Background: an optimization exercise with open tools, aiming at small area. Do not read the settings as production practice.
The RTL was checked by simulation tests, not by an equivalence proof against the original design.
No activity file was given, so power comes from the tool's default toggle rates. The flow treats the clock pin as an ideal source, which a real chip does not have.

Setup of build 71:
==> flow/design.v (excerpt) <==
module thread_mmu #(
   parameter int NUM_TRD = 8,
   parameter int TRD_W   = 3,
   parameter int AW      = 32
) (
   input  logic             clk,
   input  logic             rst_n,
   input  logic [AW-1:0]    i_addr,
   input  logic [TRD_W-1:0] i_trd,
   input  logic             i_rd,
   input  logic [AW-1:0]    d_addr,
   input  logic [TRD_W-1:0] d_trd,
   input  logic             d_rd,
   input  logic             d_wr,
   output logic             i_segfault,
   output logic             d_segfault,
   input  logic             i_fill_req,
   input  logic             d_fill_req,
   input  logic             d_fill_wr,
   output logic             i_fill_done,
   output logic             d_fill_done,
   output logic             fill_err,
   input  logic             cfg_we,
   input  logic             cfg_side,
   input  logic [TRD_W-1:0] cfg_trd,
   input  logic [AW-1:0]    cfg_base,
   input  logic [AW-1:0]    cfg_limit,
   input  logic             ready,
   input  logic             tx_done,
   output logic [1:0]       mem_op,
   output logic [63:0]      cpu_addr
);
Size: about 3500 cells after synthesis, ~220 I/O pins, roughly 0.039 mm^2 of cells after synthesis.
clock: 7.0 ns
lec_check: 0
cap_margin: 0
core_margin: 2
core_utilization: 60
place_density: 0.7
setup_slack_margin: 0.05
slew_margin: 0
synth_hierarchical: 1
standard.sh (not shown) runs the stock make flow with config.mk's settings and CLKGATE_MAP_FILE= SYNTH_SCRIPT=/design/flow/synth_recipe.tcl, a recipe that flattens the netlist after the stock synthesis.
==> flow/flow/run.sh <==
#!/bin/bash
# The standard layout (standard.sh, with the standard synthesis unchanged), with:
#  - combinational cells set to their smallest drive strength before floorplan
#    (flow/downsize.tcl as PRE_FLOORPLAN_TCL); the flow's repair steps upsize where needed,
#  - port buffers as buf_1 cells (buffer_ports -buffer_cell),
#  - CTS with larger sink clusters and no dummy loads.
# The make output goes to standard_flow.log; each ORFS step keeps its own log under orfs/logs.
set -euo pipefail
here="$(cd "$(dirname "${BASH_SOURCE[0]}")" && pwd)"
export PRE_FLOORPLAN_TCL="$here/downsize.tcl"
bash standard.sh \
  PRE_FLOORPLAN_TCL="$here/downsize.tcl" \
  BUFFER_PORTS_ARGS="-buffer_cell sky130_fd_sc_hd__buf_1" \
  CTS_ARGS="-sink_clustering_enable -repair_clock_nets -sink_clustering_size 30 -sink_clustering_max_diameter 100 -buf_list sky130_fd_sc_hd__clkbuf_16 -dont_use_dummy_load" \
  finish > standard_flow.log 2>&1
==> flow/flow/downsize.tcl <==
# Run before floorplan (PRE_FLOORPLAN_TCL): give every combinational cell from synthesis the
# smallest drive strength of its own cell type (same function and pins). The flow's timing and
# design repair then upsize or buffer where the layout needs it. Flip-flops, buffers, clock,
# delay and tie cells are left as they are.
set db [ord::get_db]
set block [ord::get_db_block]
array set small {}
array set small_area {}
foreach lib [$db getLibs] {
  foreach m [$lib getMasters] {
    set n [$m getName]
    if {![regexp {^(sky130_fd_sc_hd__[a-z0-9]+)_([0-9]+)$} $n -> base sz]} { continue }
    set a [expr {[$m getWidth] * [$m getHeight]}]
    if {![info exists small_area($base)] || $a < $small_area($base)} {
      set small_area($base) $a
      set small($base) $m
    }
  }
}
set skip {^sky130_fd_sc_hd__(df|edf|sdf|dl|sdl|clk|buf|conb|tap|fill|decap|diode|probe|lpflow|bufinv|bufbuf|einv|ebuf|macro|ha|fa)}
set n_swapped 0
foreach inst [$block getInsts] {
  set m [$inst getMaster]
  set n [$m getName]
  if {[regexp $skip $n]} { continue }
  if {![regexp {^(sky130_fd_sc_hd__[a-z0-9]+)_([0-9]+)$} $n -> base sz]} { continue }
  if {![info exists small($base)]} { continue }
  set sm $small($base)
  if {$sm eq $m} { continue }
  if {[expr {[$m getWidth] * [$m getHeight]}] <= $small_area($base)} { continue }
  if {[$inst swapMaster $sm]} { incr n_swapped }
}
puts "downsize: $n_swapped instances set to their smallest drive strength"
Build 71 finished end to end and its layout was clean on timing, DRC and antenna.
Changes in build 55 relative to build 71:
diff --git a/flow/flow/run.sh b/flow/flow/run.sh
--- a/flow/flow/run.sh
+++ b/flow/flow/run.sh
@@ -12,4 +12,4 @@
   PRE_FLOORPLAN_TCL="$here/downsize.tcl" \
   BUFFER_PORTS_ARGS="-buffer_cell sky130_fd_sc_hd__buf_1" \
-  CTS_ARGS="-sink_clustering_enable -repair_clock_nets -sink_clustering_size 30 -sink_clustering_max_diameter 100 -buf_list sky130_fd_sc_hd__clkbuf_16 -dont_use_dummy_load" \
+  CTS_ARGS="-sink_clustering_enable -repair_clock_nets -sink_clustering_size 30 -sink_clustering_max_diameter 100 -buf_list {sky130_fd_sc_hd__clkbuf_8 sky130_fd_sc_hd__clkbuf_16} -dont_use_dummy_load" \
   finish > standard_flow.log 2>&1
Findings:
Compared build 55 against build 71; sequential share of layout area within noise. Any difference in core utilization between build 55 and build 71 is small enough to ignore. From build 71 to build 55, power did not move at all. The number of non-clock buffers in the layout on build 71 is in line with that on build 55. In terms of total DRC errors in the routed layout, build 71 and build 55 differ only marginally. Build 71 and build 55 ended up with roughly the same post-CTS clock slew at the launch and capture registers of the worst setup and hold paths. ~same remaining antenna violation count after routing in build 55 and build 71.
For build 59, these inputs were changed with respect to build 55:
- SETUP_SLACK_MARGIN no longer set, was 0.05
diff --git a/flow/flow/run.sh b/flow/flow/run.sh
--- a/flow/flow/run.sh
+++ b/flow/flow/run.sh
@@ -12,4 +12,4 @@
   PRE_FLOORPLAN_TCL="$here/downsize.tcl" \
   BUFFER_PORTS_ARGS="-buffer_cell sky130_fd_sc_hd__buf_1" \
-  CTS_ARGS="-sink_clustering_enable -repair_clock_nets -sink_clustering_size 30 -sink_clustering_max_diameter 100 -buf_list {sky130_fd_sc_hd__clkbuf_8 sky130_fd_sc_hd__clkbuf_16} -dont_use_dummy_load" \
+  CTS_ARGS="-sink_clustering_enable -repair_clock_nets -sink_clustering_size 28 -sink_clustering_max_diameter 90 -buf_list sky130_fd_sc_hd__clkbuf_16 -dont_use_dummy_load" \
   finish > standard_flow.log 2>&1
--- outcome ---
Result: PASS for each of build 59 and build 55. On sequential share of layout area, build 59 and build 55 are neck and neck. Sequential power: build 59 vs build 55, no meaningful difference. Compared with build 55, build 59 is the more power-hungry design. Comparing build 59 against build 55, there is no change at all in remaining global-route overflow. Wire length: build 55 vs build 59, no meaningful difference. Peak fanout along the critical path, build 59 and build 55: higher on build 55. On total via count after detailed routing, the higher figure sits with build 59, not build 55.
Relative to build 59, the following input files were edited for build 36:
diff --git a/flow/flow/run.sh b/flow/flow/run.sh
--- a/flow/flow/run.sh
+++ b/flow/flow/run.sh
@@ -12,4 +12,4 @@
   PRE_FLOORPLAN_TCL="$here/downsize.tcl" \
   BUFFER_PORTS_ARGS="-buffer_cell sky130_fd_sc_hd__buf_1" \
-  CTS_ARGS="-sink_clustering_enable -repair_clock_nets -sink_clustering_size 28 -sink_clustering_max_diameter 90 -buf_list sky130_fd_sc_hd__clkbuf_16 -dont_use_dummy_load" \
+  CTS_ARGS="-sink_clustering_enable -repair_clock_nets -sink_clustering_size 30 -sink_clustering_max_diameter 100 -buf_list sky130_fd_sc_hd__clkbuf_16 -dont_use_dummy_load" \
   finish > standard_flow.log 2>&1
Findings:
- Build 36 ends up with higher critical path depth than build 59 does.
- Build 36 against build 59: global-route usage held, sequential share of layout area held, filler-free cell count of the finished design held, multi-input logic portion of the cell area held.
- Power consumption was lower in the run labelled build 36.
- Final-layout clock buffer total ended up 6.8% lower on build 36 than on build 59.
Inputs modified between build 36 and build 16:
- SETUP_SLACK_MARGIN: unset -> 0.05
- PLACE_DENSITY: 0.7 -> 0.75
- CORE_UTILIZATION: 60 -> 65
- Build 16 vs build 36 on first-pass GRT wire length: build 16 is the lower one.
- Per-cell routed wire length: build 36 vs build 16 — no meaningful difference
- Build 16: combined global-route utilization of all metal layers 2.3 points above build 36
- The higher buffering stage count on the worst path with inverters included of build 16 and build 36 is in build 36.
- Diff build 36 -> build 16: clock group share of total power stayed essentially flat, cell area after layout stayed essentially flat, worst setup slack before clock tree synthesis fell by 0.068 ns.
- Taking build 36 as the reference, in build 16 total power draw stayed essentially flat; cell count fell by about 1.6%.
- Measured against each other, build 16 and build 36 differ in setup slack, the higher figure coming from build 16.
Edits applied to the flow inputs when going from build 16 to build 3:
- SETUP_SLACK_MARGIN removed (was 0.05)
- PLACE_DENSITY changed from 0.75 to 0.7
- CORE_UTILIZATION changed from 65 to 60
diff --git a/flow/flow/run.sh b/flow/flow/run.sh
--- a/flow/flow/run.sh
+++ b/flow/flow/run.sh
@@ -12,4 +12,4 @@
   PRE_FLOORPLAN_TCL="$here/downsize.tcl" \
   BUFFER_PORTS_ARGS="-buffer_cell sky130_fd_sc_hd__buf_1" \
-  CTS_ARGS="-sink_clustering_enable -repair_clock_nets -sink_clustering_size 30 -sink_clustering_max_diameter 100 -buf_list sky130_fd_sc_hd__clkbuf_16 -dont_use_dummy_load" \
+  CTS_ARGS="-sink_clustering_enable -repair_clock_nets -sink_clustering_size 25 -sink_clustering_max_diameter 80 -buf_list sky130_fd_sc_hd__clkbuf_16 -dont_use_dummy_load" \
   finish > standard_flow.log 2>&1
[summary]
- Register-to-register slack: build 16 vs build 3, no meaningful difference
- Summary of the comparison: area of the die is higher in build 3, relative to build 16.
- Against build 16, build 3 reports a worst hold margin that is lower.
- Upper clock frequency limit went up slightly going from build 16 to build 3.

static timing again, ports no longer ideal:
In the flow no input, the clock included, has a driving cell. The finished layouts below were timed again as built, in two steps.
Step 1, drivers: a clkbuf_16 drives clk and a buf_2 each remaining input, both assumed.
Step 2 also shifts input and output timing later by t, the mid clock arrival at the registers, as if the neighbouring blocks saw the same clock.
a / b / c = no drivers / after step 1 / after step 2; a / b = the first two.
run	shift t [ns]	setup WS [ns]	slew at the worst register clock pin (ns)	worst slew at a driven data input, ns
build 71	0.671	0.225 / 0.198 / 0.198	0.12 / 0.12	0.12
build 55	0.671	0.225 / 0.198 / 0.198	0.12 / 0.12	0.12
build 59	0.682	0.194 / 0.167 / 0.167	0.11 / 0.11	0.12
build 36	0.673	0.124 / 0.098 / 0.098	0.12 / 0.12	0.13
build 16	0.679	0.137 / 0.112 / 0.112	0.12 / 0.12	0.14
build 3	0.706	0.196 / 0.169 / 0.169	0.11 / 0.11	0.12
After both steps setup and hold are still met in every run listed.
